From an optimization exercise on the open Yosys and OpenROAD flow, aimed at small area; shortcuts taken in it are not production practice.
Where RTL was checked, it was by simulation tests only, not by an equivalence proof against the original.
Power and IR drop assume default switching activity.

==> inputs of try-violet <==
## iq_frontend_top
module iq_frontend_top #(
	parameter int depth = iq_pkg::IQ_DEPTH_DEFAULT
) (
	input  logic                         clk,
	input  logic                         rst_n,
	input  logic                         flush,
	input  logic                         in_valid,
	output logic                         in_ready,
	input  iq_pkg::pc_t                  in_pc,
	input  iq_pkg::instr_t               in_instr0,
	input  iq_pkg::instr_t               in_instr1,
	input  iq_pkg::slot_count_t          in_count,
	output logic                         out_valid,
	input  logic                         out_ready,
	output iq_pkg::slot_count_t          out_count,
	output iq_pkg::pc_t                  out_pc0,
	output iq_pkg::instr_t               out_instr0,
	output iq_pkg::pc_t                  out_pc1,
	output iq_pkg::instr_t               out_instr1,
	output logic [$clog2(depth + 1)-1:0] occupancy
);
clock: 10.0 ns
lec_check: 0
abc_area: 1
cap_margin: 20
core_margin: 2
core_utilization: 60
slew_margin: 20
run.sh (not shown) runs the stock make flow with config.mk's settings and CLKGATE_MAP_FILE= SYNTH_SCRIPT=/design/flow/synth_recipe.tcl, a recipe that flattens the netlist after the stock synthesis.
==> inputs of try-yarrow, as changes to try-violet <==
--- a/flow/design.v
+++ b/flow/design.v
@@ -104,24 +104,16 @@
 		end
 	end
 	logic [2:0]  re_idx;
 	logic [31:0] re_pc, re_instr, ro_pc, ro_instr;
 	logic [31:0] h0_pc, h0_instr, h1_instr;
 	assign re_idx   = rd_ptr[3:1] + {2'b00, rd_ptr[0]};
-	logic [nb-1:0] sel_e, sel_o;
-	always_comb begin
-		re_pc = '0; re_instr = '0; ro_pc = '0; ro_instr = '0;
-		for (int j = 0; j < nb; j++) begin
-			sel_e[j] = re_idx == 3'(j);
-			sel_o[j] = rd_ptr[3:1] == 3'(j);
-			re_pc    = re_pc    | ({32{sel_e[j]}} & e_pc[j]);
-			re_instr = re_instr | ({32{sel_e[j]}} & e_instr[j]);
-			ro_pc    = ro_pc    | ({32{sel_o[j]}} & o_pc[j]);
-			ro_instr = ro_instr | ({32{sel_o[j]}} & o_instr[j]);
-		end
-	end
+	assign re_pc    = e_pc[re_idx];
+	assign re_instr = e_instr[re_idx];
+	assign ro_pc    = o_pc[rd_ptr[3:1]];
+	assign ro_instr = o_instr[rd_ptr[3:1]];
 	assign h0_pc    = rd_ptr[0] ? ro_pc : re_pc;
 	assign h0_instr = rd_ptr[0] ? ro_instr : re_instr;
 	assign h1_instr = rd_ptr[0] ? re_instr : ro_instr;
 	logic [6:0] op0, op1;
 	logic       h0_ctrl, h0_mem, h1_mem, h0_has_rd, h1_has_rs1, h1_has_rs2;
 	logic       raw_dep, two_avail, pair_ok, can_load, out_v;
- ABC_AREA: 1 -> not set
- CORE_UTILIZATION: 60 -> 40
==> inputs of try-nickel, as changes to try-violet <==
- CTS_BUF_LIST: not set -> sky130_fd_sc_hd__clkbuf_8
- CTS_CLUSTER_SIZE: not set -> 30
==> comparison table <==
| item | try-nickel | try-yarrow | try-violet |
|---|---|---|---|
| Cell with the largest stage delay on the worst path | sky130_fd_sc_hd__dfxtp_1 | sky130_fd_sc_hd__a222oi_1 | sky130_fd_sc_hd__dfxtp_1 |
| Sequential standard cell area | 37800 um2 | 37900 um2 | 37800 um2 |
| Launch point of the critical path | rd_ptr[1] | rd_ptr[0] | rd_ptr[1] |
| Worst reg-to-reg setup slack | 3.62 ns | 2.84 ns | 3.59 ns |
| Result of the run | timing/DRC/antenna clean | timing/DRC/antenna clean | timing/DRC/antenna clean |
| Overall power of the completed layout | 13.7 mW | 15.9 mW | 14.2 mW |
| Switching power as a share of total power | 0.315 | 0.329 | 0.299 |
| Worst IR drop on VDD | 0.186 mV | 0.243 mV | 0.214 mV |
| Post-Place Cell Area | 53400 um2 | 55400 um2 | 53400 um2 |
| Cell Area, Synth | 49800 um2 | 51100 um2 | 49800 um2 |
| Ant diodes | 3 | 1 | 0 |
| Sequential fraction of total cell area | 0.665 | 0.635 | 0.661 |
| Share of total power in the clock network | 0.285 | 0.300 | 0.311 |
| Clock group | 3.91 mW | 4.78 mW | 4.42 mW |
| Std cell rows | 105 | 131 | 105 |
| Met1 global-route usage | 0.492 | 0.322 | 0.503 |
| Cell area power density | 240 nW/um2 | 268 nW/um2 | 248 nW/um2 |
Function not checked in try-violet and try-nickel: the RTL went through the layout flow alone.


==> inputs of run a <==
==> flow/design.v <==
`timescale 1ns/1ps
package iq_pkg;
	typedef logic [31:0] pc_t;
	typedef logic [31:0] instr_t;
	typedef logic [4:0]  reg_idx_t;
	typedef logic [6:0]  opcode_t;
	typedef logic [1:0]  slot_count_t;
	localparam opcode_t OPC_LUI    = 7'b0110111;
	localparam opcode_t OPC_AUIPC  = 7'b0010111;
	localparam opcode_t OPC_JAL    = 7'b1101111;
	localparam opcode_t OPC_JALR   = 7'b1100111;
	localparam opcode_t OPC_BRANCH = 7'b1100011;
	localparam opcode_t OPC_LOAD   = 7'b0000011;
	localparam opcode_t OPC_STORE  = 7'b0100011;
	localparam opcode_t OPC_OP_IMM = 7'b0010011;
	localparam opcode_t OPC_OP     = 7'b0110011;
	localparam int IQ_DEPTH_DEFAULT = 16;
endpackage
`timescale 1ns/1ps
`timescale 1ns/1ps
module iq_store_word #(
	parameter int width = 64
) (
	input  logic             clk,
	input  logic             ld,
	input  logic             keep,
	input  logic [width-1:0] d,
	output logic [width-1:0] q
);
	always_ff @(posedge clk) begin
		q <= ({width{ld}} & d) | ({width{keep}} & q);
	end
endmodule
module iq_store_word2 #(
	parameter int width = 32
) (
	input  logic             clk,
	input  logic             lda,
	input  logic             ldb,
	input  logic             keep,
	input  logic [width-1:0] da,
	input  logic [width-1:0] db,
	output logic [width-1:0] q
);
	always_ff @(posedge clk) begin
		q <= ({width{lda}} & da) | ({width{ldb}} & db) | ({width{keep}} & q);
	end
endmodule
`timescale 1ns/1ps
`timescale 1ns/1ps
module iq_frontend_top #(
	parameter int depth = iq_pkg::IQ_DEPTH_DEFAULT
) (
	input  logic                         clk,
	input  logic                         rst_n,
	input  logic                         flush,
	input  logic                         in_valid,
	output logic                         in_ready,
	input  iq_pkg::pc_t                  in_pc,
	input  iq_pkg::instr_t               in_instr0,
	input  iq_pkg::instr_t               in_instr1,
	input  iq_pkg::slot_count_t          in_count,
	output logic                         out_valid,
	input  logic                         out_ready,
	output iq_pkg::slot_count_t          out_count,
	output iq_pkg::pc_t                  out_pc0,
	output iq_pkg::instr_t               out_instr0,
	output iq_pkg::pc_t                  out_pc1,
	output iq_pkg::instr_t               out_instr1,
	output logic [$clog2(depth + 1)-1:0] occupancy
);
	localparam int nb = depth / 2;    
	logic        clr;
	assign clr = !rst_n || flush;
	logic        h_valid;
	logic [32:0] h_q;             
	logic        h_two;
	logic [31:0] h_pc, h_ie, h_io;
	assign {h_two, h_pc} = h_q;
	logic [nb-1:0][63:0] e_q;     
	logic [nb-1:0][63:0] o_q;     
	logic [3:0]  wr_ptr;
	logic [3:0]  rd_ptr;
	logic [4:0]  cnt;
	logic        enq_ready;
	logic        enq_fire;
	logic [1:0]  enq_n;
	logic [1:0]  take_n;
	assign enq_ready = h_two ? (cnt <= 5'd14) : (cnt <= 5'd15);
	assign in_ready  = !h_valid || enq_ready;
	assign enq_fire  = h_valid && enq_ready;
	assign enq_n     = enq_fire ? (h_two ? 2'd2 : 2'd1) : 2'd0;
	logic h_ld, h_keep, rot_next, ld_st, ld_sw;
	assign h_ld     = in_ready;
	assign h_keep   = !in_ready;
	assign rot_next = wr_ptr[0] ^ (enq_fire && !h_two);
	assign ld_st    = in_ready && !rot_next;
	assign ld_sw    = in_ready && rot_next;
	always_ff @(posedge clk) begin
		if (clr) begin
			h_valid <= 1'b0;
		end else if (in_ready) begin
			h_valid <= in_valid;
		end
	end
	iq_store_word #(.width(33)) u_hold (
		.clk  (clk),
		.ld   (h_ld),
		.keep (h_keep),
		.d    ({in_count[1], in_pc}),
		.q    (h_q)
	);
	iq_store_word2 #(.width(32)) u_hold_e (
		.clk  (clk),
		.lda  (ld_st),
		.ldb  (ld_sw),
		.keep (h_keep),
		.da   (in_instr0),
		.db   (in_instr1),
		.q    (h_ie)
	);
	iq_store_word2 #(.width(32)) u_hold_o (
		.clk  (clk),
		.lda  (ld_st),
		.ldb  (ld_sw),
		.keep (h_keep),
		.da   (in_instr1),
		.db   (in_instr0),
		.q    (h_io)
	);
	logic [31:0] h_pc4;
	logic [63:0] we_d, wo_d;
	logic [2:0]  we_idx;
	logic        we_en, wo_en;
	logic [nb-1:0] e_ld, e_keep, o_ld, o_keep;
	assign h_pc4  = {h_pc[31:2] + 30'd1, h_pc[1:0]};
	assign we_d   = {wr_ptr[0] ? h_pc4 : h_pc, h_ie};
	assign wo_d   = {wr_ptr[0] ? h_pc : h_pc4, h_io};
	assign we_idx = wr_ptr[3:1] + {2'b00, wr_ptr[0]};
	assign we_en  = enq_fire && (!wr_ptr[0] || h_two);
	assign wo_en  = enq_fire && (wr_ptr[0] || h_two);
	always_comb begin
		for (int j = 0; j < nb; j++) begin
			e_ld[j]   = we_en && we_idx == 3'(j);
			e_keep[j] = !(we_en && we_idx == 3'(j));
			o_ld[j]   = wo_en && wr_ptr[3:1] == 3'(j);
			o_keep[j] = !(wo_en && wr_ptr[3:1] == 3'(j));
		end
	end
	for (genvar j = 0; j < nb; j++) begin : g_slot
		iq_store_word #(.width(64)) u_e (
			.clk  (clk),
			.ld   (e_ld[j]),
			.keep (e_keep[j]),
			.d    (we_d),
			.q    (e_q[j])
		);
		iq_store_word #(.width(64)) u_o (
			.clk  (clk),
			.ld   (o_ld[j]),
			.keep (o_keep[j]),
			.d    (wo_d),
			.q    (o_q[j])
		);
	end
	logic [2:0]    re_idx;
	logic [nb-1:0] sel_e, sel_o;
	logic [63:0]   re_d, ro_d;
	logic [31:0]   h0_instr, h1_instr;
	assign re_idx = rd_ptr[3:1] + {2'b00, rd_ptr[0]};
	always_comb begin
		re_d = '0;
		ro_d = '0;
		for (int j = 0; j < nb; j++) begin
			sel_e[j] = re_idx == 3'(j);
			sel_o[j] = rd_ptr[3:1] == 3'(j);
			re_d = re_d | ({64{sel_e[j]}} & e_q[j]);
			ro_d = ro_d | ({64{sel_o[j]}} & o_q[j]);
		end
	end
	assign h0_instr = rd_ptr[0] ? ro_d[31:0] : re_d[31:0];
	assign h1_instr = rd_ptr[0] ? re_d[31:0] : ro_d[31:0];
	logic [6:0] op0, op1;
	logic       h0_ctrl, h0_mem, h1_mem, h0_has_rd, h1_has_rs1, h1_has_rs2;
	logic       raw_dep, two_avail, pair_ok, can_load, out_v;
	assign op0 = h0_instr[6:0];
	assign op1 = h1_instr[6:0];
	assign h0_ctrl    = op0 == iq_pkg::OPC_BRANCH || op0 == iq_pkg::OPC_JAL || op0 == iq_pkg::OPC_JALR;
	assign h0_mem     = op0 == iq_pkg::OPC_LOAD || op0 == iq_pkg::OPC_STORE;
	assign h1_mem     = op1 == iq_pkg::OPC_LOAD || op1 == iq_pkg::OPC_STORE;
	assign h0_has_rd  = !(op0 == iq_pkg::OPC_STORE || op0 == iq_pkg::OPC_BRANCH);
	assign h1_has_rs1 = !(op1 == iq_pkg::OPC_LUI || op1 == iq_pkg::OPC_AUIPC || op1 == iq_pkg::OPC_JAL);
	assign h1_has_rs2 = op1 == iq_pkg::OPC_OP || op1 == iq_pkg::OPC_STORE || op1 == iq_pkg::OPC_BRANCH;
	assign raw_dep = h0_has_rd && (h0_instr[11:7] != 5'd0) &&
		((h1_has_rs1 && h0_instr[11:7] == h1_instr[19:15]) ||
		 (h1_has_rs2 && h0_instr[11:7] == h1_instr[24:20]));
	assign two_avail = cnt[4:1] != 4'd0;
	assign pair_ok   = two_avail && !h0_ctrl && !raw_dep && !(h0_mem && h1_mem);
	assign can_load  = !out_v || out_ready;
	always_comb begin
		take_n = 2'd0;
		if (can_load && cnt != 5'd0) begin
			take_n = pair_ok ? 2'd2 : 2'd1;
		end
	end
	always_ff @(posedge clk) begin
		if (clr) begin
			rd_ptr <= '0;
			wr_ptr <= '0;
			cnt    <= '0;
		end else begin
			wr_ptr <= wr_ptr + 4'(enq_n);
			rd_ptr <= rd_ptr + 4'(take_n);
			cnt    <= cnt + 5'(enq_n) - 5'(take_n);
		end
	end
	assign occupancy = cnt;
	logic        o_pair;
	logic [63:0] o0_q, o1_q;
	logic        s0e, s0o, s1e, s1o, o_keep_all;
	assign s0e        = can_load && !rd_ptr[0];
	assign s0o        = can_load && rd_ptr[0];
	assign s1e        = can_load && pair_ok && rd_ptr[0];
	assign s1o        = can_load && pair_ok && !rd_ptr[0];
	assign o_keep_all = !can_load;
	always_ff @(posedge clk) begin
		if (clr) begin
			out_v <= 1'b0;
		end else if (can_load) begin
			out_v <= cnt != 5'd0;
		end
	end
	always_ff @(posedge clk) begin
		if (can_load) begin
			o_pair <= pair_ok;
		end
	end
	always_ff @(posedge clk) begin
		o0_q   <= ({64{s0e}} & re_d) | ({64{s0o}} & ro_d) | ({64{o_keep_all}} & o0_q);
		o1_q   <= ({64{s1e}} & re_d) | ({64{s1o}} & ro_d) | ({64{o_keep_all}} & o1_q);
	end
	assign out_valid  = out_v;
	assign out_count  = o_pair ? 2'd2 : 2'd1;
	assign {out_pc0, out_instr0} = o0_q;
	assign {out_pc1, out_instr1} = o1_q;
endmodule
==> flow/flow/run.sh <==
#!/bin/bash
# Standard ORFS layout with three changes: an area-oriented ABC script in
# synthesis (same script otherwise, so the registers are the standard ones),
# the smallest buffer for the port buffers, and a CTS without dummy loads.
set -euo pipefail
W=$(pwd)
F=$W/flow

# synthesis: ORFS synth.tcl with only the abc call changed
sed 's|^  log_cmd abc {\*}\$abc_args$|  log_cmd abc -script '"$F"'/abc_area.scr {*}$lib_args {*}$lib_dont_use_args|' \
	"$FLOW_HOME/scripts/synth.tcl" > "$W/synth_area.tcl"
grep -q 'abc_area.scr' "$W/synth_area.tcl"
sed 's|source \$::env(SCRIPTS_DIR)/synth.tcl|source '"$W"'/synth_area.tcl|' synth_recipe.tcl > "$W/my_synth.tcl"
grep -q 'synth_area.tcl' "$W/my_synth.tcl"

. "$F/settings.sh"

bash standard.sh \
	SYNTH_SCRIPT="$W/my_synth.tcl" \
	BUFFER_PORTS_ARGS="-buffer_cell sky130_fd_sc_hd__buf_1" \
	CTS_ARGS="$MY_CTS_ARGS" \
	finish > "$W/make.log" 2>&1
==> flow/flow/abc_area.scr <==
strash
&get -n
&st
&dch -f
&nf -a -R 1000
&put
strash
&get -n
&st
&dch -f
&nf -a -R 1000
&put
==> flow/flow/settings.sh <==
# clock tree: small clusters of clkbuf_4 leaves, no dummy loads
MY_CTS_ARGS="-sink_clustering_enable -repair_clock_nets -dont_use_dummy_load -buf_list sky130_fd_sc_hd__clkbuf_4 -sink_clustering_size 10 -sink_clustering_max_diameter 40"
==> flow/standard.sh <==
#!/bin/bash
# synth_recipe.tcl (not shown) runs the flow's synth.tcl, then flattens the netlist and writes it again
# the make line also repeats each setting of config.mk as NAME=value (left out here)
make -C /OpenROAD-flow-scripts/flow DESIGN_CONFIG=/design/flow/config.mk WORK_HOME=/design/flow/orfs CLKGATE_MAP_FILE= SYNTH_SCRIPT=/design/flow/synth_recipe.tcl "${@:-finish}"
==> flow/config.mk <==
export PLATFORM = sky130hd
export DESIGN_NAME = iq_frontend_top
export DESIGN_NICKNAME = iq_frontend_top
export VERILOG_FILES = /design/flow/design.v
export SDC_FILE = /design/flow/constraint.sdc
export NUM_CORES = 4
export LEC_CHECK = 0
export CAP_MARGIN = 20
export CORE_MARGIN = 2
export CORE_UTILIZATION = 55
export SLEW_MARGIN = 20
export SYNTH_HIERARCHICAL = 1
==> flow/constraint.sdc <==
create_clock -name core_clock -period 10.0 [get_ports {clk}]
set_input_delay 2.0000 -clock core_clock [delete_from_list [all_inputs] [get_ports {clk}]]
set_output_delay 2.0000 -clock core_clock [all_outputs]
set_load 0.01 [all_outputs]
==> run b: changes against run a <==
==> flow/flow/abc_area.scr (replaced) <==
strash
&get -n
&st
&dch -f
&nf -a -R 1000
&put
==> flow/flow/settings.sh (replaced) <==
# clock tree: small clusters of clkbuf_4 leaves, no dummy loads
MY_CTS_ARGS="-sink_clustering_enable -repair_clock_nets -dont_use_dummy_load -buf_list sky130_fd_sc_hd__clkbuf_4 -sink_clustering_size 8 -sink_clustering_max_diameter 40"
==> run c: changes against run a <==
--- a/flow/config.mk
+++ b/flow/config.mk
@@ -9,3 +9,3 @@
 export CORE_MARGIN = 2
-export CORE_UTILIZATION = 55
+export CORE_UTILIZATION = 65
 export SLEW_MARGIN = 20
==> notes.md <==
metric	run a	run c	run b
Result of the run	finished clean	finished clean	finished clean
Synthesized-area fraction occupied by adder cells	0.00697	0.00697	0.00694
Final weighted congestion in routability-driven placement	0.958	0.973	0.930
Post-route worst hold slack	445 ps	447 ps	460 ps
Total area of multi-input combinational cells	18300 sq um	18300 sq um	18500 sq um
Xor/xnor share of the synthesized area	0.00760	0.00760	0.00856
1st-iter DRT viols	6346	7425	5432
Psw	4.31 mW	4.27 mW	4.30 mW
Proportion of total power due to net switching	0.366	0.366	0.364
Routed wirelength normalized by instance count	31.9 um	31.9 um	29.7 um
Grt met1 use	0.540	0.585	0.544
Portion of total power attributed to combinational logic	0.277	0.277	0.273
Core Footprint	78900 sq um	66900 sq um	79100 sq um
Clock Latency Late Sink	1110 ps	1050 ps	1090 ps
Worst endpoint required time	10870 ps	10880 ps	11020 ps
Number of antenna violations at the first check in global routing	11	4	6
Sum of net half-perimeters after detailed placement	95500 um	93900 um	90900 um
Dpl cells	5063	4886	5163
Clock period minus worst slack	7770 ps	7600 ps	7440 ps
First-pass GRT wire length	244000 um	236000 um	233000 um

[re-timing with driven ports]
No port has a modelled driver above. Below, the same layouts with a new extraction and two added sets of constraints. Step 1 assumes that a clkbuf_16 drives the clock port and a buf_2 every other input. Step 2 moves the port delays by t, midway between the first and last clock arrival at a register: inputs arrive t later, outputs are due t later. That takes back most of the time a late clock gives input paths. Slacks: ideal ports / drivers / drivers and shift; pairs: ideal ports / drivers.
run | t (ns) | setup WS [ns] | worst setup path after step 2 | slew at the worst register clock pin (ns)
try-violet | 0.750 | 3.590 / 3.590 / 3.590 | register to register | 0.07 / 0.07
try-yarrow | 0.826 | 2.840 / 2.840 / 2.840 | register to register | 0.06 / 0.06
try-nickel | 0.905 | 3.615 / 3.615 / 3.615 | register to register | 0.07 / 0.07
run a | 1.107 | 2.234 / 2.234 / 2.234 | register to register | 0.11 / 0.11
run b | 1.103 | 2.557 / 2.557 / 2.557 | register to register | 0.10 / 0.10
run c | 1.076 | 2.400 / 2.400 / 2.400 | register to register | 0.11 / 0.11
After both steps setup and hold are still met in every run listed.
